Source: an optimization exercise on an open RTL-to-GDS flow (aim: small area, a short achievable clock period and few clock cycles per item). Production flows keep margins and buffers that such runs may drop.
The RTL was checked by simulation tests, not by an equivalence proof against the original design.
Power is estimated from default activity; no workload was simulated.

## build 56
Design data_feeder_top, start of the top module:
module data_feeder_top #(
    parameter feeder_pkg::bus_addr_t BUS_BASE = 32'hC400_0000
) (
    input  logic                  clk_i,
    input  logic                  rst_i,
    input  logic                  host_strobe_i,
    input  logic                  host_rw_i,
    input  feeder_pkg::bus_addr_t host_addr_i,
    input  feeder_pkg::bus_data_t host_wdata_i,
    output logic                  host_ready_o,
    output feeder_pkg::bus_data_t host_rdata_o,
    input  logic                  fifo_addr_full_i,
    input  logic                  fifo_rw_full_i,
    input  logic                  fifo_data_empty_i,
    input  feeder_pkg::line_t     dram_line_i,
    output logic                  dram_addr_valid_o,
    output feeder_pkg::bus_addr_t dram_addr_o,
    output logic                  fifo_data_rd_en_o,
    output feeder_pkg::load_cmd_t load_cmd_o
);
export LEC_CHECK = 0
export ABC_CLOCK_PERIOD_IN_PS = 2500
export CAP_MARGIN = 20
export CORE_AREA = 5 5 235 235
export CTS_BUF_LIST = sky130_fd_sc_hd__clkbuf_8 sky130_fd_sc_hd__clkbuf_16
export CTS_CLUSTER_DIAMETER = 150
export CTS_CLUSTER_SIZE = 40
export DIE_AREA = 0 0 240 240
export SETUP_SLACK_MARGIN = 2.9
export SLEW_MARGIN = 20
create_clock -name core_clock -period 5.0 [get_ports {clk_i}]
standard.sh (not shown) runs the stock make flow with config.mk's settings and CLKGATE_MAP_FILE= SYNTH_SCRIPT=/design/flow/synth_recipe.tcl, a recipe that flattens the netlist after the stock synthesis.
==> flow/flow/run.sh <==
#!/bin/bash
# Standard ORFS layout, with the port buffers made of the smallest buffer
# cell, and the slow wide OR and NOR cells and the unsizable AOI222 kept
# out of the mapping and sizing.
set -euo pipefail
lib="$FLOW_HOME/platforms/sky130hd/lib/sky130_fd_sc_hd__tt_025C_1v80.lib"
platform=$(sed -n '/DONT_USE_CELLS += /,/^$/p' "$FLOW_HOME/platforms/sky130hd/config.mk" \
  | tr -d '\\' | sed 's/export DONT_USE_CELLS += //' | tr -s ' \n' ' ')
slow=$(grep -o 'cell ("sky130_fd_sc_hd__\(or4\|or3\|nor4\|a222oi\)[a-z0-9_]*")' "$lib" \
  | sed 's/cell ("//; s/")//' | tr '\n' ' ')
echo "DONT_USE_CELLS=$platform $slow" > dont_use.log
export BUFFER_PORTS_ARGS="-buffer_cell sky130_fd_sc_hd__buf_1"
bash standard.sh "DONT_USE_CELLS=$platform $slow" finish > standard.log 2>&1
Testbench counts of build 56, summed over its fixed seeds: cycles 185,016, words 174,743.
Edits applied to the flow inputs when going from build 56 to build 64:
==> flow/flow/run.sh <==
#!/bin/bash
# Standard ORFS layout, with the port buffers made of the smallest buffer
# cell, and the unsizable AOI222 kept out of the mapping and sizing.
set -euo pipefail
lib="$FLOW_HOME/platforms/sky130hd/lib/sky130_fd_sc_hd__tt_025C_1v80.lib"
platform=$(sed -n '/DONT_USE_CELLS += /,/^$/p' "$FLOW_HOME/platforms/sky130hd/config.mk" \
  | tr -d '\\' | sed 's/export DONT_USE_CELLS += //' | tr -s ' \n' ' ')
slow=$(grep -o 'cell ("sky130_fd_sc_hd__\(a222oi\)[a-z0-9_]*")' "$lib" \
  | sed 's/cell ("//; s/")//' | tr '\n' ' ')
echo "DONT_USE_CELLS=$platform $slow" > dont_use.log
export BUFFER_PORTS_ARGS="-buffer_cell sky130_fd_sc_hd__buf_1"
bash standard.sh "DONT_USE_CELLS=$platform $slow" finish > standard.log 2>&1
--- a/flow/config.mk
+++ b/flow/config.mk
@@ -13,4 +13,4 @@
 export CTS_CLUSTER_SIZE = 40
 export DIE_AREA = 0 0 240 240
-export SETUP_SLACK_MARGIN = 2.9
+export SETUP_SLACK_MARGIN = 2.5
 export SLEW_MARGIN = 20
Findings:
Build 64 | status: complete | timing, DRC, antenna: pass. Build 56 → build 64: final critical-path share of the clock period went up 4.6 points, power after layout went down 3.1%, multi-input combinational cell area went down 6.2%, register-to-register slack went down 0.23 ns, via count went down 792. On clock network fraction of design power: between build 64 and build 56, it ends up higher for build 56.
Input-level comparison between build 39 and build 64:
==> flow/flow/run.sh <==
#!/bin/bash
# Standard ORFS layout, with the port buffers made of the smallest buffer
# cell, and the slow wide OR and NOR cells and the unsizable AOI222 kept
# out of the mapping and sizing.
set -euo pipefail
lib="$FLOW_HOME/platforms/sky130hd/lib/sky130_fd_sc_hd__tt_025C_1v80.lib"
platform=$(sed -n '/DONT_USE_CELLS += /,/^$/p' "$FLOW_HOME/platforms/sky130hd/config.mk" \
  | tr -d '\\' | sed 's/export DONT_USE_CELLS += //' | tr -s ' \n' ' ')
slow=$(grep -o 'cell ("sky130_fd_sc_hd__\(or4\|or3\|nor4\|a222oi\)[a-z0-9_]*")' "$lib" \
  | sed 's/cell ("//; s/")//' | tr '\n' ' ')
echo "DONT_USE_CELLS=$platform $slow" > dont_use.log
export BUFFER_PORTS_ARGS="-buffer_cell sky130_fd_sc_hd__buf_1"
bash standard.sh "DONT_USE_CELLS=$platform $slow" finish > standard.log 2>&1
--- a/flow/config.mk
+++ b/flow/config.mk
@@ -13,4 +13,4 @@
 export CTS_CLUSTER_SIZE = 40
 export DIE_AREA = 0 0 240 240
-export SETUP_SLACK_MARGIN = 2.5
+export SETUP_SLACK_MARGIN = 2.8
 export SLEW_MARGIN = 20
--- outcome ---
- Clock-buffer cell count came out exactly the same in build 64 and build 39.
- Aggregate routed wire length on build 39 is up relative to build 64.
- As far as global-route wire length before repair is concerned, build 64 and build 39 perform about the same.
- gemm_load_feeder_inst.data_q[14] as the timing endpoint of the critical path was reported by build 39, and dram_read_req_inst.addr_q[30] by build 64.
#### Input delta (build 25 over build 39)
==> flow/flow/run.sh <==
#!/bin/bash
# Standard ORFS layout, with the port buffers made of the smallest buffer
# cell, and the slow wide OR and NOR cells kept out of the mapping and sizing.
set -euo pipefail
lib="$FLOW_HOME/platforms/sky130hd/lib/sky130_fd_sc_hd__tt_025C_1v80.lib"
platform=$(sed -n '/DONT_USE_CELLS += /,/^$/p' "$FLOW_HOME/platforms/sky130hd/config.mk" \
  | tr -d '\\' | sed 's/export DONT_USE_CELLS += //' | tr -s ' \n' ' ')
slow=$(grep -o 'cell ("sky130_fd_sc_hd__\(or4\|or3\|nor4\)[a-z0-9_]*")' "$lib" \
  | sed 's/cell ("//; s/")//' | tr '\n' ' ')
echo "DONT_USE_CELLS=$platform $slow" > dont_use.log
export BUFFER_PORTS_ARGS="-buffer_cell sky130_fd_sc_hd__buf_1"
bash standard.sh "DONT_USE_CELLS=$platform $slow" finish > standard.log 2>&1
==> notes.md <==
Across both runs, total power was lower for build 25 than for build 39.
Number of iterations in the first detailed-routing pass, build 25 and build 39, higher one = build 25.
Compared with build 39, in build 25 final worst-path cycle share neither gained nor lost much, pre-CTS setup slack lost 0.11 ns.
Met3 demand-to-capacity share in global routing: build 25 > build 39
Between build 25 and build 39, setup slack is lower for build 25, build 39 comes in above that.

---

Another version of the RTL of data_feeder_top (not shown whole).
Size: roughly 1300 cells after synthesis, roughly 170 flip-flops, about 690 I/O pins, roughly 0.012 mm2 of cells after synthesis.
==> flow/config.mk <==
export PLATFORM = sky130hd
export DESIGN_NAME = data_feeder_top
export DESIGN_NICKNAME = data_feeder_top
export VERILOG_FILES = /design/flow/design.v
export SDC_FILE = /design/flow/constraint.sdc
export NUM_CORES = 4
export LEC_CHECK = 0
export ABC_CLOCK_PERIOD_IN_PS = 2500
export CAP_MARGIN = 20
export CORE_AREA = 5 5 165 165
export DIE_AREA = 0 0 170 170
export SETUP_SLACK_MARGIN = 2.5
export SLEW_MARGIN = 20
==> flow/constraint.sdc <==
create_clock -name core_clock -period 5.0 [get_ports {clk_i}]
set_input_delay 1.0000 -clock core_clock [delete_from_list [all_inputs] [get_ports {clk_i}]]
set_output_delay 1.0000 -clock core_clock [all_outputs]
set_load 0.01 [all_outputs]
==> flow/flow/run.sh <==
#!/bin/bash
# Standard ORFS layout, with the port buffers made of the smallest buffer
# cell and the pins allowed on every routing track, for a smaller die.
set -euo pipefail
export BUFFER_PORTS_ARGS="-buffer_cell sky130_fd_sc_hd__buf_1"
export PLACE_PINS_ARGS="-min_distance 1 -min_distance_in_tracks"
bash standard.sh finish > standard.log 2>&1
The baseline ended with an error in 5_1_grt on GRT-0116.
Testbench counts at the start, summed over its fixed seeds: cycles 185,016, words 174,743.
==> next run, changes <==
==> flow/flow/run.sh (replaced) <==
#!/bin/bash
# Standard ORFS layout, with the port buffers made of the smallest buffer cell.
set -euo pipefail
export BUFFER_PORTS_ARGS="-buffer_cell sky130_fd_sc_hd__buf_1"
bash standard.sh finish > standard.log 2>&1
Settings changed: CORE_AREA 5 5 165 165 to 5 5 235 235, DIE_AREA 0 0 170 170 to 0 0 240 240, SETUP_SLACK_MARGIN 2.5 to 3.1.
The changed run ran to the end with no violations.
Area after synthesis is unchanged.
Synthesized cell count stays the same.
==> next run, changes <==
Settings changed: CORE_AREA 5 5 235 235 to not set, CORE_MARGIN set to 2, CORE_UTILIZATION set to 55, DIE_AREA 0 0 240 240 to not set, SETUP_SLACK_MARGIN 3.1 to 2.5.
Result: Now the flow died in 3_2_place_iop, error PPL-0024. Synthesized cell count does not change. Area after synthesis is unchanged.
==> next run, changes <==
Settings changed: CORE_AREA set to 5 5 235 235, CORE_MARGIN 2 to not set, CORE_UTILIZATION 55 to not set, DIE_AREA set to 0 0 240 240, SETUP_SLACK_MARGIN 2.5 to 2.8.
Effect:
- The changed run went through all stages and came out clean
- area after synthesis does not change
- synthesized cell count is unchanged

---

data_feeder_top with an RTL version that a note above also has.
Size in the first run: ~1,300 cells after synthesis, about 150 flip-flops.
==> flow/config.mk <==
export PLATFORM = sky130hd
export DESIGN_NAME = data_feeder_top
export DESIGN_NICKNAME = data_feeder_top
export VERILOG_FILES = /design/flow/design.v
export SDC_FILE = /design/flow/constraint.sdc
export NUM_CORES = 4
export LEC_CHECK = 0
export ABC_CLOCK_PERIOD_IN_PS = 2500
export CAP_MARGIN = 20
export CORE_AREA = 5 5 235 235
export CTS_BUF_LIST = sky130_fd_sc_hd__clkbuf_8 sky130_fd_sc_hd__clkbuf_16
export CTS_CLUSTER_DIAMETER = 150
export CTS_CLUSTER_SIZE = 40
export DIE_AREA = 0 0 240 240
export GPL_ROUTABILITY_DRIVEN = 0
export SETUP_SLACK_MARGIN = 2.8
export SLEW_MARGIN = 20
==> flow/constraint.sdc <==
create_clock -name core_clock -period 5.0 [get_ports {clk_i}]
set_input_delay 1.0000 -clock core_clock [delete_from_list [all_inputs] [get_ports {clk_i}]]
set_output_delay 1.0000 -clock core_clock [all_outputs]
set_load 0.01 [all_outputs]
==> flow/flow/run.sh <==
#!/bin/bash
# Standard ORFS layout, with the port buffers made of the smallest buffer
# cell, and the slow wide OR and NOR cells, the four-input-stack AOI/OAI
# cells, the two-stage AO/OA cells and the unsizable AOI222 kept out of
# the mapping and sizing.
set -euo pipefail
lib="$FLOW_HOME/platforms/sky130hd/lib/sky130_fd_sc_hd__tt_025C_1v80.lib"
platform=$(sed -n '/DONT_USE_CELLS += /,/^$/p' "$FLOW_HOME/platforms/sky130hd/config.mk" \
  | tr -d '\\' | sed 's/export DONT_USE_CELLS += //' | tr -s ' \n' ' ')
slow=$(grep -o 'cell ("sky130_fd_sc_hd__\(or4\|or3\|nor4\|a222oi\|a2111o\|o2111a\|a221o_\|o221a_\|a2bb2o_\|o2bb2a_\)[a-z0-9_]*")' "$lib" \
  | sed 's/cell ("//; s/")//' | tr '\n' ' ')
echo "DONT_USE_CELLS=$platform $slow" > dont_use.log
export BUFFER_PORTS_ARGS="-buffer_cell sky130_fd_sc_hd__buf_1"
bash standard.sh "DONT_USE_CELLS=$platform $slow" finish > standard.log 2>&1
Testbench counts at the start, summed over its fixed seeds: cycles 185,016, words 174,743.
==> next run, changes <==
==> flow/flow/run.sh (replaced) <==
#!/bin/bash
# Standard ORFS layout, with the port buffers made of the smallest buffer
# cell and ABC sizing its gates for a heavier load than a single gate input.
set -euo pipefail
export BUFFER_PORTS_ARGS="-buffer_cell sky130_fd_sc_hd__buf_1"
bash standard.sh ABC_LOAD_IN_FF=15 finish > standard.log 2>&1
GPL_ROUTABILITY_DRIVEN = default   (was 0)
SETUP_SLACK_MARGIN = 2.5   (was 2.8)
Area after synthesis goes down by 3.1%.
Count of clock-buffer cells in the layout climbs by 3.
Setup slack loses 370 ps.
Global-route usage fell by 1.4 points.
Power rises by 1.1%.
==> next run, changes <==
==> flow/flow/run.sh (replaced) <==
#!/bin/bash
# Standard ORFS layout, with the input port buffers made of the smallest
# buffer cell and the output ones of the next size, and the slow wide OR and NOR cells and the unsizable AOI222 kept
# out of the mapping and sizing.
set -euo pipefail
lib="$FLOW_HOME/platforms/sky130hd/lib/sky130_fd_sc_hd__tt_025C_1v80.lib"
platform=$(sed -n '/DONT_USE_CELLS += /,/^$/p' "$FLOW_HOME/platforms/sky130hd/config.mk" \
  | tr -d '\\' | sed 's/export DONT_USE_CELLS += //' | tr -s ' \n' ' ')
slow=$(grep -o 'cell ("sky130_fd_sc_hd__\(or4\|or3\|nor4\|a222oi\)[a-z0-9_]*")' "$lib" \
  | sed 's/cell ("//; s/")//' | tr '\n' ' ')
echo "DONT_USE_CELLS=$platform $slow" > dont_use.log
export BUFFER_PORTS_ARGS="-inputs -buffer_cell sky130_fd_sc_hd__buf_1"
export POST_GLOBAL_PLACE_TCL=$PWD/flow/out_buffers.tcl
bash standard.sh "DONT_USE_CELLS=$platform $slow" finish > standard.log 2>&1
==> flow/flow/out_buffers.tcl (new file) <==
# Buffer the output ports with a two-drive buffer; the inputs already have
# the smallest one.
log_cmd buffer_ports -outputs -buffer_cell sky130_fd_sc_hd__buf_2
SETUP_SLACK_MARGIN = 2.8   (was 2.5)
The new run completed with no timing, DRC or antenna violations.
Sequential share of layout area decreases by 1.1 points.
Cell area increases by 5.1%.
Cell count increases by about 4.3%.
Utilization increases by 1.4 points.
Count of clock-buffer cells in the layout decreases by 3.
Area after synthesis increases by 3.2%.
Sequential cell count does not change.
Routed wire length increases by about 6%.
Global-route usage increases by 1.3 points.
==> next run, changes <==
==> flow/flow/run.sh (replaced) <==
#!/bin/bash
# Standard ORFS layout, with the port buffers made of the smallest buffer cell.
set -euo pipefail
export BUFFER_PORTS_ARGS="-buffer_cell sky130_fd_sc_hd__buf_1"
bash standard.sh finish > standard.log 2>&1
CTS_BUF_LIST = sky130_fd_sc_hd__clkbuf_8   (was sky130_fd_sc_hd__clkbuf_8 sky130_fd_sc_hd__clkbuf_16)
CTS_CLUSTER_DIAMETER = 80   (was 150)
SETUP_SLACK_MARGIN = 2.5   (was 2.8)
removed: flow/flow/out_buffers.tcl
What happened: The new run completed without violations; final cell count falls by 4.1%; design area falls by 6.4%; fmax falls by 11%; global-route usage falls by 0.58 points; sequential cell count is unchanged; setup slack loses 270 ps; first-iteration DRC count rises by 11%; routed wire length falls by 4.0%.

---

Another version of the RTL of data_feeder_top (not shown whole).
Size in the first run: about 1200 cells after synthesis, ~150 flip-flops, roughly 690 I/O pins, ~0.011 mm2 of cells after synthesis.
==> flow/design.v (excerpt) <==
module data_feeder_top #(
    parameter feeder_pkg::bus_addr_t BUS_BASE = 32'hC400_0000
) (
    input  logic                  clk_i,
    input  logic                  rst_i,
    input  logic                  host_strobe_i,
    input  logic                  host_rw_i,
    input  feeder_pkg::bus_addr_t host_addr_i,
    input  feeder_pkg::bus_data_t host_wdata_i,
    output logic                  host_ready_o,
    output feeder_pkg::bus_data_t host_rdata_o,
    input  logic                  fifo_addr_full_i,
    input  logic                  fifo_rw_full_i,
    input  logic                  fifo_data_empty_i,
    input  feeder_pkg::line_t     dram_line_i,
    output logic                  dram_addr_valid_o,
    output feeder_pkg::bus_addr_t dram_addr_o,
    output logic                  fifo_data_rd_en_o,
    output feeder_pkg::load_cmd_t load_cmd_o
);
export LEC_CHECK = 0
export ABC_CLOCK_PERIOD_IN_PS = 2500
export CAP_MARGIN = 20
export CORE_AREA = 5 5 200 200
export DIE_AREA = 0 0 205 205
export SETUP_SLACK_MARGIN = 2.5
export SLEW_MARGIN = 20
create_clock -name core_clock -period 5.0 [get_ports {clk_i}]
==> flow/flow/run.sh <==
#!/bin/bash
# Standard ORFS layout, with the port buffers made of the smallest buffer
# cell and the pins allowed on every routing track, for a smaller die.
set -euo pipefail
export BUFFER_PORTS_ARGS="-buffer_cell sky130_fd_sc_hd__buf_1"
export PLACE_PINS_ARGS="-min_distance 1 -min_distance_in_tracks"
bash standard.sh finish > standard.log 2>&1
The starting point failed in 5_1_grt.
Testbench counts at the start, summed over its fixed seeds: cycles 185,016, words 174,743.
==> next run, changes <==
==> flow/flow/run.sh (replaced) <==
#!/bin/bash
# Standard ORFS layout, with the port buffers made of the smallest buffer cell.
set -euo pipefail
export BUFFER_PORTS_ARGS="-buffer_cell sky130_fd_sc_hd__buf_1"
bash standard.sh finish > standard.log 2>&1
Settings changed: CORE_AREA 5 5 200 200 to 5 5 235 235, CTS_BUF_LIST from default to sky130_fd_sc_hd__clkbuf_8, CTS_CLUSTER_DIAMETER from default to 80, CTS_CLUSTER_SIZE from default to 40, DIE_AREA 0 0 205 205 to 0 0 240 240, SETUP_SLACK_MARGIN 2.5 to 2.3.
With this change the flow produced a clean layout.
Area after synthesis stays the same.
Synthesized cell count does not change.
==> next run, changes <==
Settings changed: CTS_BUF_LIST sky130_fd_sc_hd__clkbuf_8 to default, CTS_CLUSTER_DIAMETER 80 to default, CTS_CLUSTER_SIZE 40 to default, SETUP_SLACK_MARGIN 2.3 to 2.5.
What happened:
- final cell count goes up by about 0.9%
- hold slack gets worse by 0.017 ns
- non-clock buffer count rose by 28

[what the ideal ports hide]
The flow's constraints put no driver on any port. The routed layouts listed below were extracted and timed again, unchanged, in two steps.
Step 1 (the two cells are an assumption about what drives the block):
set clk [get_ports {clk_i}]
set_driving_cell -lib_cell sky130_fd_sc_hd__clkbuf_16 $clk
set_driving_cell -lib_cell sky130_fd_sc_hd__buf_2 [delete_from_list [all_inputs] $clk]
Step 2 moves the port delays by t, midway between the first and last clock arrival at a register: inputs arrive t later, outputs are due t later. That takes back most of the time a late clock gives input paths.
Slacks: ideal ports / drivers / drivers and shift; pairs: ideal ports / drivers.
| run | t (ns) | setup WS [ns] | hold WS [ns] | clock arrival spread, ns | cell pins on the clock port's net |
|---|---|---|---|---|---|
| build 56 | 0.518 | 2.752 / 2.752 / 2.370 | 0.468 / 0.468 / 0.468 | 0.017 / 0.017 | 1 |
| build 64 | 0.517 | 2.524 / 2.524 / 2.061 | 0.465 / 0.465 / 0.465 | 0.016 / 0.016 | 1 |
| build 39 | 0.500 | 2.792 / 2.772 / 2.354 | 0.468 / 0.468 / 0.468 | 0.013 / 0.013 | 1 |
| build 25 | 0.522 | 2.786 / 2.786 / 2.358 | 0.466 / 0.466 / 0.466 | 0.016 / 0.017 | 1 |
| the second run of note 2 | 0.514 | 2.706 / 2.706 / 2.234 | 0.478 / 0.478 / 0.478 | 0.019 / 0.020 | 1 |
| the fourth run of note 2 | 0.526 | 2.663 / 2.663 / 2.229 | 0.465 / 0.465 / 0.465 | 0.018 / 0.019 | 1 |
| the first run of note 3 | 0.516 | 2.828 / 2.795 / 2.353 | 0.476 / 0.476 / 0.476 | 0.017 / 0.017 | 1 |
| the second run of note 3 | 0.488 | 2.453 / 2.453 / 2.178 | 0.486 / 0.486 / 0.486 | 0.017 / 0.017 | 1 |
| the third run of note 3 | 0.510 | 2.772 / 2.746 / 2.348 | 0.474 / 0.474 / 0.474 | 0.016 / 0.016 | 1 |
| the fourth run of note 3 | 0.560 | 2.497 / 2.497 / 2.024 | 0.470 / 0.470 / 0.470 | 0.019 / 0.019 | 1 |
| the second run of note 4 | 0.561 | 2.280 / 2.280 / 1.892 | 0.481 / 0.481 / 0.481 | 0.026 / 0.026 | 1 |
| the third run of note 4 | 0.516 | 2.543 / 2.543 / 2.066 | 0.465 / 0.465 / 0.465 | 0.021 / 0.021 | 1 |
After both steps setup and hold are still met in every run listed. The setup slack of the third run of note 4, which loses most, moves by 0.000 ns with the drivers and by -0.477 ns with both steps.
